Context: an optimization exercise on an open-source flow, tuned for a short achievable clock period and few clock cycles per item. The choices shown serve that exercise and are no tape-out recipe.
In this exercise RTL edits were held to simulation tests only and were not proved equivalent to the original.

File: config.mk
export PLATFORM = sky130hd
export DESIGN_NAME = sp_top
export DESIGN_NICKNAME = sp_top
export VERILOG_FILES = /design/flow/design.v
export SDC_FILE = /design/flow/constraint.sdc
export NUM_CORES = 4
export LEC_CHECK = 0
export CAP_MARGIN = 20
export CORE_MARGIN = 2
export CORE_UTILIZATION = 40
export SLEW_MARGIN = 20
File: constraint.sdc
create_clock -name core_clock -period 10.0 [get_ports {clk}]
set_input_delay 2.0000 -clock core_clock [delete_from_list [all_inputs] [get_ports {clk}]]
set_output_delay 2.0000 -clock core_clock [all_outputs]
set_load 0.01 [all_outputs]
File: design.v
`default_nettype none
package sp_pkg;
	localparam int ELEM_W = 9;
	localparam int LEN    = 6;
	localparam logic [ELEM_W-1:0] MODULUS = 9'd509;
	typedef logic [ELEM_W-1:0] elem_t;
	typedef struct packed {
		logic sort_en;
		logic inv_en;
	} mode_t;
	function automatic logic [8:0] addmod(input logic [8:0] x, input logic [8:0] y);
		logic [9:0] t;
		t = 10'(x) + 10'(y);
		addmod = (t >= 10'd509) ? 9'(t - 10'd509) : t[8:0];
	endfunction
	function automatic logic [8:0] mod3(input logic [10:0] t);
		if (t >= 11'd1018) begin
			mod3 = 9'(t - 11'd1018);
		end else if (t >= 11'd509) begin
			mod3 = 9'(t - 11'd509);
		end else begin
			mod3 = t[8:0];
		end
	endfunction
	function automatic logic [8:0] mod4(input logic [10:0] t);
		if (t >= 11'd1527) begin
			mod4 = 9'(t - 11'd1527);
		end else if (t >= 11'd1018) begin
			mod4 = 9'(t - 11'd1018);
		end else if (t >= 11'd509) begin
			mod4 = 9'(t - 11'd509);
		end else begin
			mod4 = t[8:0];
		end
	endfunction
endpackage
`default_nettype wire
`default_nettype none
module mod_inverse (
	input  wire logic [8:0] value,
	output logic      [8:0] result
);
	always_comb begin
		result = 9'd0;
		case (value)
			9'd0: result = 9'd0;
			9'd1: result = 9'd1;
			9'd2: result = 9'd255;
			9'd3: result = 9'd170;
			9'd4: result = 9'd382;
			9'd5: result = 9'd102;
			9'd6: result = 9'd85;
			9'd7: result = 9'd291;
			9'd8: result = 9'd191;
			9'd9: result = 9'd396;
			9'd10: result = 9'd51;
			9'd11: result = 9'd324;
			9'd12: result = 9'd297;
			9'd13: result = 9'd235;
			9'd14: result = 9'd400;
			9'd15: result = 9'd34;
			9'd16: result = 9'd350;
			9'd17: result = 9'd30;
			9'd18: result = 9'd198;
			9'd19: result = 9'd134;
			9'd20: result = 9'd280;
			9'd21: result = 9'd97;
			9'd22: result = 9'd162;
			9'd23: result = 9'd332;
			9'd24: result = 9'd403;
			9'd25: result = 9'd224;
			9'd26: result = 9'd372;
			9'd27: result = 9'd132;
			9'd28: result = 9'd200;
			9'd29: result = 9'd158;
			9'd30: result = 9'd17;
			9'd31: result = 9'd312;
			9'd32: result = 9'd175;
			9'd33: result = 9'd108;
			9'd34: result = 9'd15;
			9'd35: result = 9'd160;
			9'd36: result = 9'd99;
			9'd37: result = 9'd454;
			9'd38: result = 9'd67;
			9'd39: result = 9'd248;
			9'd40: result = 9'd140;
			9'd41: result = 9'd149;
			9'd42: result = 9'd303;
			9'd43: result = 9'd438;
			9'd44: result = 9'd81;
			9'd45: result = 9'd181;
			9'd46: result = 9'd166;
			9'd47: result = 9'd65;
			9'd48: result = 9'd456;
			9'd49: result = 9'd187;
			9'd50: result = 9'd112;
			9'd51: result = 9'd10;
			9'd52: result = 9'd186;
			9'd53: result = 9'd461;
			9'd54: result = 9'd66;
			9'd55: result = 9'd472;
			9'd56: result = 9'd100;
			9'd57: result = 9'd384;
			9'd58: result = 9'd79;
			9'd59: result = 9'd440;
			9'd60: result = 9'd263;
			9'd61: result = 9'd242;
			9'd62: result = 9'd156;
			9'd63: result = 9'd202;
			9'd64: result = 9'd342;
			9'd65: result = 9'd47;
			9'd66: result = 9'd54;
			9'd67: result = 9'd38;
			9'd68: result = 9'd262;
			9'd69: result = 9'd450;
			9'd70: result = 9'd80;
			9'd71: result = 9'd466;
			9'd72: result = 9'd304;
			9'd73: result = 9'd258;
			9'd74: result = 9'd227;
			9'd75: result = 9'd414;
			9'd76: result = 9'd288;
			9'd77: result = 9'd119;
			9'd78: result = 9'd124;
			9'd79: result = 9'd58;
			9'd80: result = 9'd70;
			9'd81: result = 9'd44;
			9'd82: result = 9'd329;
			9'd83: result = 9'd92;
			9'd84: result = 9'd406;
			9'd85: result = 9'd6;
			9'd86: result = 9'd219;
			9'd87: result = 9'd392;
			9'd88: result = 9'd295;
			9'd89: result = 9'd326;
			9'd90: result = 9'd345;
			9'd91: result = 9'd179;
			9'd92: result = 9'd83;
			9'd93: result = 9'd104;
			9'd94: result = 9'd287;
			9'd95: result = 9'd434;
			9'd96: result = 9'd228;
			9'd97: result = 9'd21;
			9'd98: result = 9'd348;
			9'd99: result = 9'd36;
			9'd100: result = 9'd56;
			9'd101: result = 9'd126;
			9'd102: result = 9'd5;
			9'd103: result = 9'd425;
			9'd104: result = 9'd93;
			9'd105: result = 9'd223;
			9'd106: result = 9'd485;
			9'd107: result = 9'd333;
			9'd108: result = 9'd33;
			9'd109: result = 9'd495;
			9'd110: result = 9'd236;
			9'd111: result = 9'd321;
			9'd112: result = 9'd50;
			9'd113: result = 9'd500;
			9'd114: result = 9'd192;
			9'd115: result = 9'd270;
			9'd116: result = 9'd294;
			9'd117: result = 9'd422;
			9'd118: result = 9'd220;
			9'd119: result = 9'd77;
			9'd120: result = 9'd386;
			9'd121: result = 9'd122;
			9'd122: result = 9'd121;
			9'd123: result = 9'd389;
			9'd124: result = 9'd78;
			9'd125: result = 9'd452;
			9'd126: result = 9'd101;
			9'd127: result = 9'd505;
			9'd128: result = 9'd171;
			9'd129: result = 9'd146;
			9'd130: result = 9'd278;
			9'd131: result = 9'd136;
			9'd132: result = 9'd27;
			9'd133: result = 9'd310;
			9'd134: result = 9'd19;
			9'd135: result = 9'd230;
			9'd136: result = 9'd131;
			9'd137: result = 9'd483;
			9'd138: result = 9'd225;
			9'd139: result = 9'd260;
			9'd140: result = 9'd40;
			9'd141: result = 9'd361;
			9'd142: result = 9'd233;
			9'd143: result = 9'd299;
			9'd144: result = 9'd152;
			9'd145: result = 9'd337;
			9'd146: result = 9'd129;
			9'd147: result = 9'd232;
			9'd148: result = 9'd368;
			9'd149: result = 9'd41;
			9'd150: result = 9'd207;
			9'd151: result = 9'd209;
			9'd152: result = 9'd144;
			9'd153: result = 9'd173;
			9'd154: result = 9'd314;
			9'd155: result = 9'd266;
			9'd156: result = 9'd62;
			9'd157: result = 9'd308;
			9'd158: result = 9'd29;
			9'd159: result = 9'd493;
			9'd160: result = 9'd35;
			9'd161: result = 9'd411;
			9'd162: result = 9'd22;
			9'd163: result = 9'd178;
			9'd164: result = 9'd419;
			9'd165: result = 9'd327;
			9'd166: result = 9'd46;
			9'd167: result = 9'd445;
			9'd168: result = 9'd203;
			9'd169: result = 9'd253;
			9'd170: result = 9'd3;
			9'd171: result = 9'd128;
			9'd172: result = 9'd364;
			9'd173: result = 9'd153;
			9'd174: result = 9'd196;
			9'd175: result = 9'd32;
			9'd176: result = 9'd402;
			9'd177: result = 9'd486;
			9'd178: result = 9'd163;
			9'd179: result = 9'd91;
			9'd180: result = 9'd427;
			9'd181: result = 9'd45;
			9'd182: result = 9'd344;
			9'd183: result = 9'd420;
			9'd184: result = 9'd296;
			9'd185: result = 9'd498;
			9'd186: result = 9'd52;
			9'd187: result = 9'd49;
			9'd188: result = 9'd398;
			9'd189: result = 9'd237;
			9'd190: result = 9'd217;
			9'd191: result = 9'd8;
			9'd192: result = 9'd114;
			9'd193: result = 9'd240;
			9'd194: result = 9'd265;
			9'd195: result = 9'd355;
			9'd196: result = 9'd174;
			9'd197: result = 9'd478;
			9'd198: result = 9'd18;
			9'd199: result = 9'd376;
			9'd200: result = 9'd28;
			9'd201: result = 9'd352;
			9'd202: result = 9'd63;
			9'd203: result = 9'd168;
			9'd204: result = 9'd257;
			9'd205: result = 9'd437;
			9'd206: result = 9'd467;
			9'd207: result = 9'd150;
			9'd208: result = 9'd301;
			9'd209: result = 9'd151;
			9'd210: result = 9'd366;
			9'd211: result = 9'd234;
			9'd212: result = 9'd497;
			9'd213: result = 9'd325;
			9'd214: result = 9'd421;
			9'd215: result = 9'd393;
			9'd216: result = 9'd271;
			9'd217: result = 9'd190;
			9'd218: result = 9'd502;
			9'd219: result = 9'd86;
			9'd220: result = 9'd118;
			9'd221: result = 9'd433;
			9'd222: result = 9'd415;
			9'd223: result = 9'd105;
			9'd224: result = 9'd25;
			9'd225: result = 9'd138;
			9'd226: result = 9'd250;
			9'd227: result = 9'd74;
			9'd228: result = 9'd96;
			9'd229: result = 9'd489;
			9'd230: result = 9'd135;
			9'd231: result = 9'd379;
			9'd232: result = 9'd147;
			9'd233: result = 9'd142;
			9'd234: result = 9'd211;
			9'd235: result = 9'd13;
			9'd236: result = 9'd110;
			9'd237: result = 9'd189;
			9'd238: result = 9'd293;
			9'd239: result = 9'd394;
			9'd240: result = 9'd193;
			9'd241: result = 9'd245;
			9'd242: result = 9'd61;
			9'd243: result = 9'd354;
			9'd244: result = 9'd315;
			9'd245: result = 9'd241;
			9'd246: result = 9'd449;
			9'd247: result = 9'd441;
			9'd248: result = 9'd39;
			9'd249: result = 9'd370;
			9'd250: result = 9'd226;
			9'd251: result = 9'd436;
			9'd252: result = 9'd305;
			9'd253: result = 9'd169;
			9'd254: result = 9'd507;
			9'd255: result = 9'd2;
			9'd256: result = 9'd340;
			9'd257: result = 9'd204;
			9'd258: result = 9'd73;
			9'd259: result = 9'd283;
			9'd260: result = 9'd139;
			9'd261: result = 9'd470;
			9'd262: result = 9'd68;
			9'd263: result = 9'd60;
			9'd264: result = 9'd268;
			9'd265: result = 9'd194;
			9'd266: result = 9'd155;
			9'd267: result = 9'd448;
			9'd268: result = 9'd264;
			9'd269: result = 9'd316;
			9'd270: result = 9'd115;
			9'd271: result = 9'd216;
			9'd272: result = 9'd320;
			9'd273: result = 9'd399;
			9'd274: result = 9'd496;
			9'd275: result = 9'd298;
			9'd276: result = 9'd367;
			9'd277: result = 9'd362;
			9'd278: result = 9'd130;
			9'd279: result = 9'd374;
			9'd280: result = 9'd20;
			9'd281: result = 9'd413;
			9'd282: result = 9'd435;
			9'd283: result = 9'd259;
			9'd284: result = 9'd371;
			9'd285: result = 9'd484;
			9'd286: result = 9'd404;
			9'd287: result = 9'd94;
			9'd288: result = 9'd76;
			9'd289: result = 9'd391;
			9'd290: result = 9'd423;
			9'd291: result = 9'd7;
			9'd292: result = 9'd319;
			9'd293: result = 9'd238;
			9'd294: result = 9'd116;
			9'd295: result = 9'd88;
			9'd296: result = 9'd184;
			9'd297: result = 9'd12;
			9'd298: result = 9'd275;
			9'd299: result = 9'd143;
			9'd300: result = 9'd358;
			9'd301: result = 9'd208;
			9'd302: result = 9'd359;
			9'd303: result = 9'd42;
			9'd304: result = 9'd72;
			9'd305: result = 9'd252;
			9'd306: result = 9'd341;
			9'd307: result = 9'd446;
			9'd308: result = 9'd157;
			9'd309: result = 9'd481;
			9'd310: result = 9'd133;
			9'd311: result = 9'd491;
			9'd312: result = 9'd31;
			9'd313: result = 9'd335;
			9'd314: result = 9'd154;
			9'd315: result = 9'd244;
			9'd316: result = 9'd269;
			9'd317: result = 9'd395;
			9'd318: result = 9'd501;
			9'd319: result = 9'd292;
			9'd320: result = 9'd272;
			9'd321: result = 9'd111;
			9'd322: result = 9'd460;
			9'd323: result = 9'd457;
			9'd324: result = 9'd11;
			9'd325: result = 9'd213;
			9'd326: result = 9'd89;
			9'd327: result = 9'd165;
			9'd328: result = 9'd464;
			9'd329: result = 9'd82;
			9'd330: result = 9'd418;
			9'd331: result = 9'd346;
			9'd332: result = 9'd23;
			9'd333: result = 9'd107;
			9'd334: result = 9'd477;
			9'd335: result = 9'd313;
			9'd336: result = 9'd356;
			9'd337: result = 9'd145;
			9'd338: result = 9'd381;
			9'd339: result = 9'd506;
			9'd340: result = 9'd256;
			9'd341: result = 9'd306;
			9'd342: result = 9'd64;
			9'd343: result = 9'd463;
			9'd344: result = 9'd182;
			9'd345: result = 9'd90;
			9'd346: result = 9'd331;
			9'd347: result = 9'd487;
			9'd348: result = 9'd98;
			9'd349: result = 9'd474;
			9'd350: result = 9'd16;
			9'd351: result = 9'd480;
			9'd352: result = 9'd201;
			9'd353: result = 9'd447;
			9'd354: result = 9'd243;
			9'd355: result = 9'd195;
			9'd356: result = 9'd336;
			9'd357: result = 9'd365;
			9'd358: result = 9'd300;
			9'd359: result = 9'd302;
			9'd360: result = 9'd468;
			9'd361: result = 9'd141;
			9'd362: result = 9'd277;
			9'd363: result = 9'd380;
			9'd364: result = 9'd172;
			9'd365: result = 9'd357;
			9'd366: result = 9'd210;
			9'd367: result = 9'd276;
			9'd368: result = 9'd148;
			9'd369: result = 9'd469;
			9'd370: result = 9'd249;
			9'd371: result = 9'd284;
			9'd372: result = 9'd26;
			9'd373: result = 9'd378;
			9'd374: result = 9'd279;
			9'd375: result = 9'd490;
			9'd376: result = 9'd199;
			9'd377: result = 9'd482;
			9'd378: result = 9'd373;
			9'd379: result = 9'd231;
			9'd380: result = 9'd363;
			9'd381: result = 9'd338;
			9'd382: result = 9'd4;
			9'd383: result = 9'd408;
			9'd384: result = 9'd57;
			9'd385: result = 9'd431;
			9'd386: result = 9'd120;
			9'd387: result = 9'd388;
			9'd388: result = 9'd387;
			9'd389: result = 9'd123;
			9'd390: result = 9'd432;
			9'd391: result = 9'd289;
			9'd392: result = 9'd87;
			9'd393: result = 9'd215;
			9'd394: result = 9'd239;
			9'd395: result = 9'd317;
			9'd396: result = 9'd9;
			9'd397: result = 9'd459;
			9'd398: result = 9'd188;
			9'd399: result = 9'd273;
			9'd400: result = 9'd14;
			9'd401: result = 9'd476;
			9'd402: result = 9'd176;
			9'd403: result = 9'd24;
			9'd404: result = 9'd286;
			9'd405: result = 9'd416;
			9'd406: result = 9'd84;
			9'd407: result = 9'd504;
			9'd408: result = 9'd383;
			9'd409: result = 9'd453;
			9'd410: result = 9'd473;
			9'd411: result = 9'd161;
			9'd412: result = 9'd488;
			9'd413: result = 9'd281;
			9'd414: result = 9'd75;
			9'd415: result = 9'd222;
			9'd416: result = 9'd405;
			9'd417: result = 9'd426;
			9'd418: result = 9'd330;
			9'd419: result = 9'd164;
			9'd420: result = 9'd183;
			9'd421: result = 9'd214;
			9'd422: result = 9'd117;
			9'd423: result = 9'd290;
			9'd424: result = 9'd503;
			9'd425: result = 9'd103;
			9'd426: result = 9'd417;
			9'd427: result = 9'd180;
			9'd428: result = 9'd465;
			9'd429: result = 9'd439;
			9'd430: result = 9'd451;
			9'd431: result = 9'd385;
			9'd432: result = 9'd390;
			9'd433: result = 9'd221;
			9'd434: result = 9'd95;
			9'd435: result = 9'd282;
			9'd436: result = 9'd251;
			9'd437: result = 9'd205;
			9'd438: result = 9'd43;
			9'd439: result = 9'd429;
			9'd440: result = 9'd59;
			9'd441: result = 9'd247;
			9'd442: result = 9'd471;
			9'd443: result = 9'd455;
			9'd444: result = 9'd462;
			9'd445: result = 9'd167;
			9'd446: result = 9'd307;
			9'd447: result = 9'd353;
			9'd448: result = 9'd267;
			9'd449: result = 9'd246;
			9'd450: result = 9'd69;
			9'd451: result = 9'd430;
			9'd452: result = 9'd125;
			9'd453: result = 9'd409;
			9'd454: result = 9'd37;
			9'd455: result = 9'd443;
			9'd456: result = 9'd48;
			9'd457: result = 9'd323;
			9'd458: result = 9'd499;
			9'd459: result = 9'd397;
			9'd460: result = 9'd322;
			9'd461: result = 9'd53;
			9'd462: result = 9'd444;
			9'd463: result = 9'd343;
			9'd464: result = 9'd328;
			9'd465: result = 9'd428;
			9'd466: result = 9'd71;
			9'd467: result = 9'd206;
			9'd468: result = 9'd360;
			9'd469: result = 9'd369;
			9'd470: result = 9'd261;
			9'd471: result = 9'd442;
			9'd472: result = 9'd55;
			9'd473: result = 9'd410;
			9'd474: result = 9'd349;
			9'd475: result = 9'd494;
			9'd476: result = 9'd401;
			9'd477: result = 9'd334;
			9'd478: result = 9'd197;
			9'd479: result = 9'd492;
			9'd480: result = 9'd351;
			9'd481: result = 9'd309;
			9'd482: result = 9'd377;
			9'd483: result = 9'd137;
			9'd484: result = 9'd285;
			9'd485: result = 9'd106;
			9'd486: result = 9'd177;
			9'd487: result = 9'd347;
			9'd488: result = 9'd412;
			9'd489: result = 9'd229;
			9'd490: result = 9'd375;
			9'd491: result = 9'd311;
			9'd492: result = 9'd479;
			9'd493: result = 9'd159;
			9'd494: result = 9'd475;
			9'd495: result = 9'd109;
			9'd496: result = 9'd274;
			9'd497: result = 9'd212;
			9'd498: result = 9'd185;
			9'd499: result = 9'd458;
			9'd500: result = 9'd113;
			9'd501: result = 9'd318;
			9'd502: result = 9'd218;
			9'd503: result = 9'd424;
			9'd504: result = 9'd407;
			9'd505: result = 9'd127;
			9'd506: result = 9'd339;
			9'd507: result = 9'd254;
			9'd508: result = 9'd508;
			9'd509: result = 9'd0;
			9'd510: result = 9'd1;
			9'd511: result = 9'd255;
		endcase
	end
endmodule
`default_nettype wire
`default_nettype none
module sp_top (
	input  wire logic          clk,
	input  wire logic          rst_n,
	input  wire logic          in_valid,
	input  wire sp_pkg::elem_t in_data,
	input  wire sp_pkg::mode_t in_mode,
	output logic               out_valid,
	output sp_pkg::elem_t      out_data
);
	localparam logic [8:0] INF = 9'h1FF;
	logic       v1;
	logic [2:0] idx;
	logic [2:0] k1;
	logic [8:0] x;
	logic [1:0] mx;
	always_ff @(posedge clk or negedge rst_n) begin
		if (!rst_n) begin
			v1  <= 1'b0;
			idx <= '0;
		end else begin
			v1 <= in_valid;
			if (in_valid) begin
				idx <= (idx == 3'd5) ? 3'd0 : idx + 3'd1;
			end
		end
	end
	always_ff @(posedge clk) begin
		x  <= in_data;
		mx <= in_mode;
		k1 <= idx;
	end
	logic [1:0] mode;
	logic       inv_now;
	logic [8:0] rom;
	logic [8:0] bi;
	logic [5:0][8:0] a;
	logic [5:0][8:0] b;
	logic [5:0][8:0] s;
	logic [5:0][8:0] s_in;
	logic [5:0][8:0] s_ins;
	logic [5:0]      lt;
	logic [5:0][8:0] p;
	logic [5:0][8:0] q;
	mod_inverse u_inv (
		.value  (x),
		.result (rom)
	);
	assign inv_now = (k1 == 3'd0) ? mx[0] : mode[0];
	assign bi      = inv_now ? rom : x;
	always_comb begin
		for (int j = 0; j < 6; j++) begin
			s_in[j] = (k1 == 3'd0) ? INF : s[j];
		end
		for (int j = 0; j < 6; j++) begin
			lt[j] = bi < s_in[j];
		end
		for (int j = 0; j < 6; j++) begin
			if (!lt[j]) begin
				s_ins[j] = s_in[j];
			end else if (j == 0) begin
				s_ins[j] = bi;
			end else begin
				s_ins[j] = lt[j-1] ? s_in[j-1] : bi;
			end
		end
	end
	always_ff @(posedge clk) begin
		if (v1) begin
			a[k1] <= x;
			b[k1] <= bi;
			s     <= s_ins;
			if (k1 == 3'd0) begin
				mode <= mx;
			end
		end
	end
	logic       v2;
	logic [2:0] k2;
	logic [8:0] a2;
	logic [8:0] b2;
	always_ff @(posedge clk or negedge rst_n) begin
		if (!rst_n) begin
			v2 <= 1'b0;
		end else begin
			v2 <= v1;
		end
	end
	always_ff @(posedge clk) begin
		k2 <= k1;
		a2 <= x;
		b2 <= bi;
		if (v2) begin
			p[k2] <= sp_pkg::mod3(11'(a2) + (11'(b2) << 1));
			q[k2] <= sp_pkg::mod4(11'(a2) + (11'(b2) << 1) + 11'(b2));
		end
	end
	logic [8:0] e0;
	logic [8:0] e_sel;
	logic [2:0] oc;
	assign e0 = !mode[1] ? q[0] :
		(lt[0] ? sp_pkg::addmod(p[0], bi) : sp_pkg::addmod(p[0], s[0]));
	always_comb begin
		e_sel = '0;
		for (int j = 1; j < 6; j++) begin
			if (oc == 3'(j)) begin
				e_sel = mode[1] ? sp_pkg::addmod(p[j], s[j]) : q[j];
			end
		end
	end
	always_ff @(posedge clk or negedge rst_n) begin
		if (!rst_n) begin
			out_valid <= 1'b0;
			out_data  <= '0;
			oc        <= '0;
		end else begin
			if (v1 && k1 == 3'd5) begin
				out_valid <= 1'b1;
				out_data  <= e0;
				oc        <= 3'd1;
			end else if (out_valid && oc != 3'd6) begin
				out_data <= e_sel;
				oc       <= oc + 3'd1;
			end else begin
				out_valid <= 1'b0;
				out_data  <= '0;
				oc        <= '0;
			end
		end
	end
endmodule
`default_nettype wire
File: run.sh
#!/bin/bash
# synth_recipe.tcl (not shown) runs the flow's synth.tcl, then flattens the netlist and writes it again
# the make line also repeats each setting of config.mk as NAME=value (left out here)
make -C /OpenROAD-flow-scripts/flow DESIGN_CONFIG=/design/flow/config.mk WORK_HOME=/design/flow/orfs CLKGATE_MAP_FILE= SYNTH_SCRIPT=/design/flow/synth_recipe.tcl finish
==> results.json <==
{
  "status": "aborted with a tool error",
  "haltStage": "1_2_yosys",
  "tool.error": "ERROR: TCL interpreter returned an error: Source files actually used in the design:",
  "synth_warnings": 2
}
Testbench counts, summed over its fixed seeds: cycles 2,312, jobs 192.
